This is an optimization exercise on Yosys and OpenROAD, whose aim is small area, not a production implementation.

==> flow/design.v <==
`default_nettype none
package host_pkg;
  typedef logic [31:0] cfg_addr_t;
  typedef logic [31:0] cfg_data_t;
  typedef logic [1:0]  cfg_resp_t;
  typedef logic [2:0]  reg_idx_t;
  typedef logic [31:0] counter_t;
  localparam cfg_resp_t RespOkay   = 2'b00;
  localparam cfg_resp_t RespSlvErr = 2'b10;
  localparam int unsigned NumCounters = 4;
  localparam cfg_data_t UnmappedData = 32'hdeadf000;
  localparam reg_idx_t CntBaseIdx = 3'd0;
  localparam reg_idx_t ThrBaseIdx = 3'd4;
  typedef struct packed {
    logic write_miss;
    logic write_hit;
    logic read_miss;
    logic read_hit;
  } llc_events_t;
  typedef struct packed {
    logic      aw_valid;
    cfg_addr_t aw_addr;
    logic      w_valid;
    cfg_data_t w_data;
    logic      b_ready;
    logic      ar_valid;
    cfg_addr_t ar_addr;
    logic      r_ready;
  } lite_req_t;
  typedef struct packed {
    logic      aw_ready;
    logic      w_ready;
    logic      b_valid;
    cfg_resp_t b_resp;
    logic      ar_ready;
    logic      r_valid;
    cfg_resp_t r_resp;
    cfg_data_t r_data;
  } lite_resp_t;
  typedef enum logic [1:0] {
    CFG_IDLE,
    CFG_RDATA,
    CFG_BRESP
  } cfg_state_e;
endpackage
`default_nettype wire
`timescale 1ns/1ps
`default_nettype none
module host_domain_top (
  input  logic        clk_i,
  input  logic        arst_n_i,
  input  logic        cfg_aw_valid_i,
  input  logic [31:0] cfg_aw_addr_i,
  input  logic        cfg_w_valid_i,
  input  logic [31:0] cfg_w_data_i,
  input  logic        cfg_b_ready_i,
  input  logic        cfg_ar_valid_i,
  input  logic [31:0] cfg_ar_addr_i,
  input  logic        cfg_r_ready_i,
  output logic        cfg_aw_ready_o,
  output logic        cfg_w_ready_o,
  output logic        cfg_b_valid_o,
  output logic [1:0]  cfg_b_resp_o,
  output logic        cfg_ar_ready_o,
  output logic        cfg_r_valid_o,
  output logic [1:0]  cfg_r_resp_o,
  output logic [31:0] cfg_r_data_o,
  input  logic [3:0]  llc_events_i,
  output logic [3:0]  pmu_irq_o,
  input  logic        dma_pe_evt_valid_i,
  output logic        dma_pe_evt_o,
  output logic        dma_pe_evt_ack_o
);
  logic rv_q, bv_q;
  logic idle, rd_acc, wr_acc;
  assign idle   = ~(rv_q | bv_q);
  assign rd_acc = idle & cfg_ar_valid_i;
  assign wr_acc = idle & ~cfg_ar_valid_i & cfg_aw_valid_i & cfg_w_valid_i;
  always_ff @(posedge clk_i or negedge arst_n_i) begin
    if (!arst_n_i) begin
      rv_q <= 1'b0;
      bv_q <= 1'b0;
    end else begin
      rv_q <= rd_acc | (rv_q & ~cfg_r_ready_i);
      bv_q <= wr_acc | (bv_q & ~cfg_b_ready_i);
    end
  end
  assign cfg_ar_ready_o = idle;
  assign cfg_aw_ready_o = idle & ~cfg_ar_valid_i & cfg_w_valid_i;
  assign cfg_w_ready_o  = idle & ~cfg_ar_valid_i & cfg_aw_valid_i;
  assign cfg_r_valid_o  = rv_q;
  assign cfg_b_valid_o  = bv_q;
  logic       ar_map, aw_map;
  logic [2:0] ar_idx, aw_idx;
  assign ar_map = ~|cfg_ar_addr_i[31:5];
  assign aw_map = ~|cfg_aw_addr_i[31:5];
  assign ar_idx = cfg_ar_addr_i[4:2];
  assign aw_idx = cfg_aw_addr_i[4:2];
  logic [3:0] cnt_ld, thr_we;
  always_comb begin
    for (int k = 0; k < 4; k++) begin
      cnt_ld[k] = wr_acc & aw_map & (aw_idx == 3'(k));
      thr_we[k] = wr_acc & aw_map & (aw_idx == 3'(k + 4));
    end
  end
  logic        init_q;
  logic [31:0] cnt_q [4];
  always_ff @(posedge clk_i or negedge arst_n_i) begin
    if (!arst_n_i) init_q <= 1'b0;
    else           init_q <= 1'b1;
  end
  always_ff @(posedge clk_i) begin
    for (int k = 0; k < 4; k++) begin
      if (cnt_ld[k])
        cnt_q[k] <= cfg_w_data_i;
      else if (init_q)
        cnt_q[k] <= cnt_q[k] + {31'd0, llc_events_i[k] & ~&cnt_q[k]};
      else
        cnt_q[k] <= {31'd0, llc_events_i[k]};
    end
  end
  function automatic logic cnt_ge(input logic [31:0] a, input logic [31:0] b);
    logic c;
    c = 1'b1;
    for (int i = 0; i < 32; i++) c = (a[i] & ~b[i]) | (c & (a[i] | ~b[i]));
    cnt_ge = c;
  endfunction
  logic [31:0] thr_q [4];
  logic [3:0]  thr_nz_q;
  always_ff @(posedge clk_i) begin
    for (int k = 0; k < 4; k++) begin
      if (thr_we[k]) thr_q[k] <= cfg_w_data_i;
    end
  end
  always_ff @(posedge clk_i or negedge arst_n_i) begin
    if (!arst_n_i) begin
      thr_nz_q <= '0;
    end else begin
      for (int k = 0; k < 4; k++) begin
        if (thr_we[k]) thr_nz_q[k] <= |cfg_w_data_i;
      end
    end
  end
  always_comb begin
    for (int k = 0; k < 4; k++) begin
      pmu_irq_o[k] = thr_nz_q[k] & cnt_ge(cnt_q[k], thr_q[k]);
    end
  end
  logic [31:0] rd_val, r_data_q;
  logic        resp_q;
  always_comb begin
    rd_val = ar_map ? 32'd0 : 32'hdeadf000;
    for (int k = 0; k < 4; k++) begin
      if (ar_map & init_q & (ar_idx == 3'(k)))            rd_val = rd_val | cnt_q[k];
      if (ar_map & thr_nz_q[k] & (ar_idx == 3'(k + 4)))   rd_val = rd_val | thr_q[k];
    end
  end
  always_ff @(posedge clk_i) begin
    if (idle) begin
      r_data_q <= rd_val;
      resp_q   <= cfg_ar_valid_i ? ~ar_map : ~aw_map;
    end
  end
  assign cfg_r_data_o = r_data_q;
  assign cfg_r_resp_o = {resp_q, 1'b0};
  assign cfg_b_resp_o = {resp_q, 1'b0};
  logic [1:0] sync_q;
  logic       last_q, pulse_q;
  always_ff @(posedge clk_i or negedge arst_n_i) begin
    if (!arst_n_i) begin
      sync_q  <= '0;
      last_q  <= 1'b0;
      pulse_q <= 1'b0;
    end else begin
      sync_q  <= {sync_q[0], dma_pe_evt_valid_i};
      last_q  <= sync_q[1];
      pulse_q <= sync_q[1] ^ last_q;
    end
  end
  assign dma_pe_evt_ack_o = sync_q[1];
  assign dma_pe_evt_o     = pulse_q;
endmodule
`default_nettype wire
==> flow/config.mk <==
export PLATFORM = sky130hd
export DESIGN_NAME = host_domain_top
export DESIGN_NICKNAME = host_domain_top
export VERILOG_FILES = /design/flow/design.v
export SDC_FILE = /design/flow/constraint.sdc
export NUM_CORES = 4
export LEC_CHECK = 0
export CAP_MARGIN = 20
export CORE_MARGIN = 2
export CORE_UTILIZATION = 40
export SLEW_MARGIN = 20
==> flow/constraint.sdc <==
create_clock -name core_clock -period 5.0 [get_ports {clk_i}]
set_input_delay 1.0000 -clock core_clock [delete_from_list [all_inputs] [get_ports {clk_i}]]
set_output_delay 1.0000 -clock core_clock [all_outputs]
set_load 0.01 [all_outputs]
run.sh (not shown) runs the stock make flow with config.mk's settings and CLKGATE_MAP_FILE= SYNTH_SCRIPT=/design/flow/synth_recipe.tcl, a recipe that flattens the netlist after the stock synthesis.
Edit:
--- a/flow/design.v
+++ b/flow/design.v
@@ -105,6 +105,20 @@
   end
   logic        init_q;
   logic [31:0] cnt_q [4];
+  function automatic logic [31:0] cnt_inc(input logic [31:0] a, input logic ev);
+    logic [3:0] ones, bc;
+    logic       c;
+    for (int j = 0; j < 4; j++) ones[j] = &a[8*j +: 8];
+    bc[0] = ev & ~&ones;
+    for (int j = 1; j < 4; j++) bc[j] = bc[j-1] & ones[j-1];
+    for (int j = 0; j < 4; j++) begin
+      c = bc[j];
+      for (int i = 0; i < 8; i++) begin
+        cnt_inc[8*j+i] = a[8*j+i] ^ c;
+        c = c & a[8*j+i];
+      end
+    end
+  endfunction
   always_ff @(posedge clk_i or negedge arst_n_i) begin
     if (!arst_n_i) init_q <= 1'b0;
     else           init_q <= 1'b1;
@@ -114,22 +128,22 @@
       if (cnt_ld[k])
         cnt_q[k] <= cfg_w_data_i;
       else if (init_q)
-        cnt_q[k] <= cnt_q[k] + {31'd0, llc_events_i[k] & ~&cnt_q[k]};
+        cnt_q[k] <= cnt_inc(cnt_q[k], llc_events_i[k]);
       else
         cnt_q[k] <= {31'd0, llc_events_i[k]};
     end
   end
-  function automatic logic cnt_ge(input logic [31:0] a, input logic [31:0] b);
+  function automatic logic cnt_ge(input logic [31:0] a, input logic [31:0] nb);
     logic c;
     c = 1'b1;
-    for (int i = 0; i < 32; i++) c = (a[i] & ~b[i]) | (c & (a[i] | ~b[i]));
+    for (int i = 0; i < 32; i++) c = (a[i] & nb[i]) | (c & (a[i] | nb[i]));
     cnt_ge = c;
   endfunction
-  logic [31:0] thr_q [4];
+  logic [31:0] thr_n_q [4];    
   logic [3:0]  thr_nz_q;
   always_ff @(posedge clk_i) begin
     for (int k = 0; k < 4; k++) begin
-      if (thr_we[k]) thr_q[k] <= cfg_w_data_i;
+      if (thr_we[k]) thr_n_q[k] <= ~cfg_w_data_i;
     end
   end
   always_ff @(posedge clk_i or negedge arst_n_i) begin
@@ -143,7 +157,7 @@
   end
   always_comb begin
     for (int k = 0; k < 4; k++) begin
-      pmu_irq_o[k] = thr_nz_q[k] & cnt_ge(cnt_q[k], thr_q[k]);
+      pmu_irq_o[k] = thr_nz_q[k] & cnt_ge(cnt_q[k], thr_n_q[k]);
     end
   end
   logic [31:0] rd_val, r_data_q;
@@ -152,7 +166,7 @@
     rd_val = ar_map ? 32'd0 : 32'hdeadf000;
     for (int k = 0; k < 4; k++) begin
       if (ar_map & init_q & (ar_idx == 3'(k)))            rd_val = rd_val | cnt_q[k];
-      if (ar_map & thr_nz_q[k] & (ar_idx == 3'(k + 4)))   rd_val = rd_val | thr_q[k];
+      if (ar_map & thr_nz_q[k] & (ar_idx == 3'(k + 4)))   rd_val = rd_val | ~thr_n_q[k];
     end
   end
   always_ff @(posedge clk_i) begin
Effect:
- The new run produced a clean layout
- hold slack barely changes
- routed wire length falls by 5.4%
- setup slack is worse by 11 ps
- count of clock-buffer cells in the layout goes down by 7
- via count came out lower by 4.3%
- utilization came out higher by 0.35 points
- fmax is about the same
Function was not checked in any run of this note: the RTL went through the layout flow alone.

[separate check: timing with driven ports]
The results above use ideal ports. As a check the final layouts listed here were re-extracted and re-timed, cells and wires unchanged.
Step 1 sets driving cells, clkbuf_16 on the clock port and buf_2 on the other inputs (assumed; they add their load-dependent delay and slew).
Step 2 adds t to the input delays and takes it off the output delays; t is the mean of the earliest and latest rising clock arrival at the registers after step 1. Input paths then give back, and output paths get back, about the clock's delay inside the block.
Three values: ideal, step 1, step 2; two values: the first two.
run	shift t [ns]	setup WS [ns]	worst setup path at the end	slew at the worst register clock pin (ns)	worst data-port slew with drivers (ns)
the first run	0.576	0.196 / 0.143 / 0.719	register to output	0.06 / 0.06	0.07
the second run	0.569	0.185 / 0.130 / 0.699	register to output	0.07 / 0.07	0.05
After both steps setup and hold are still met in every run listed.
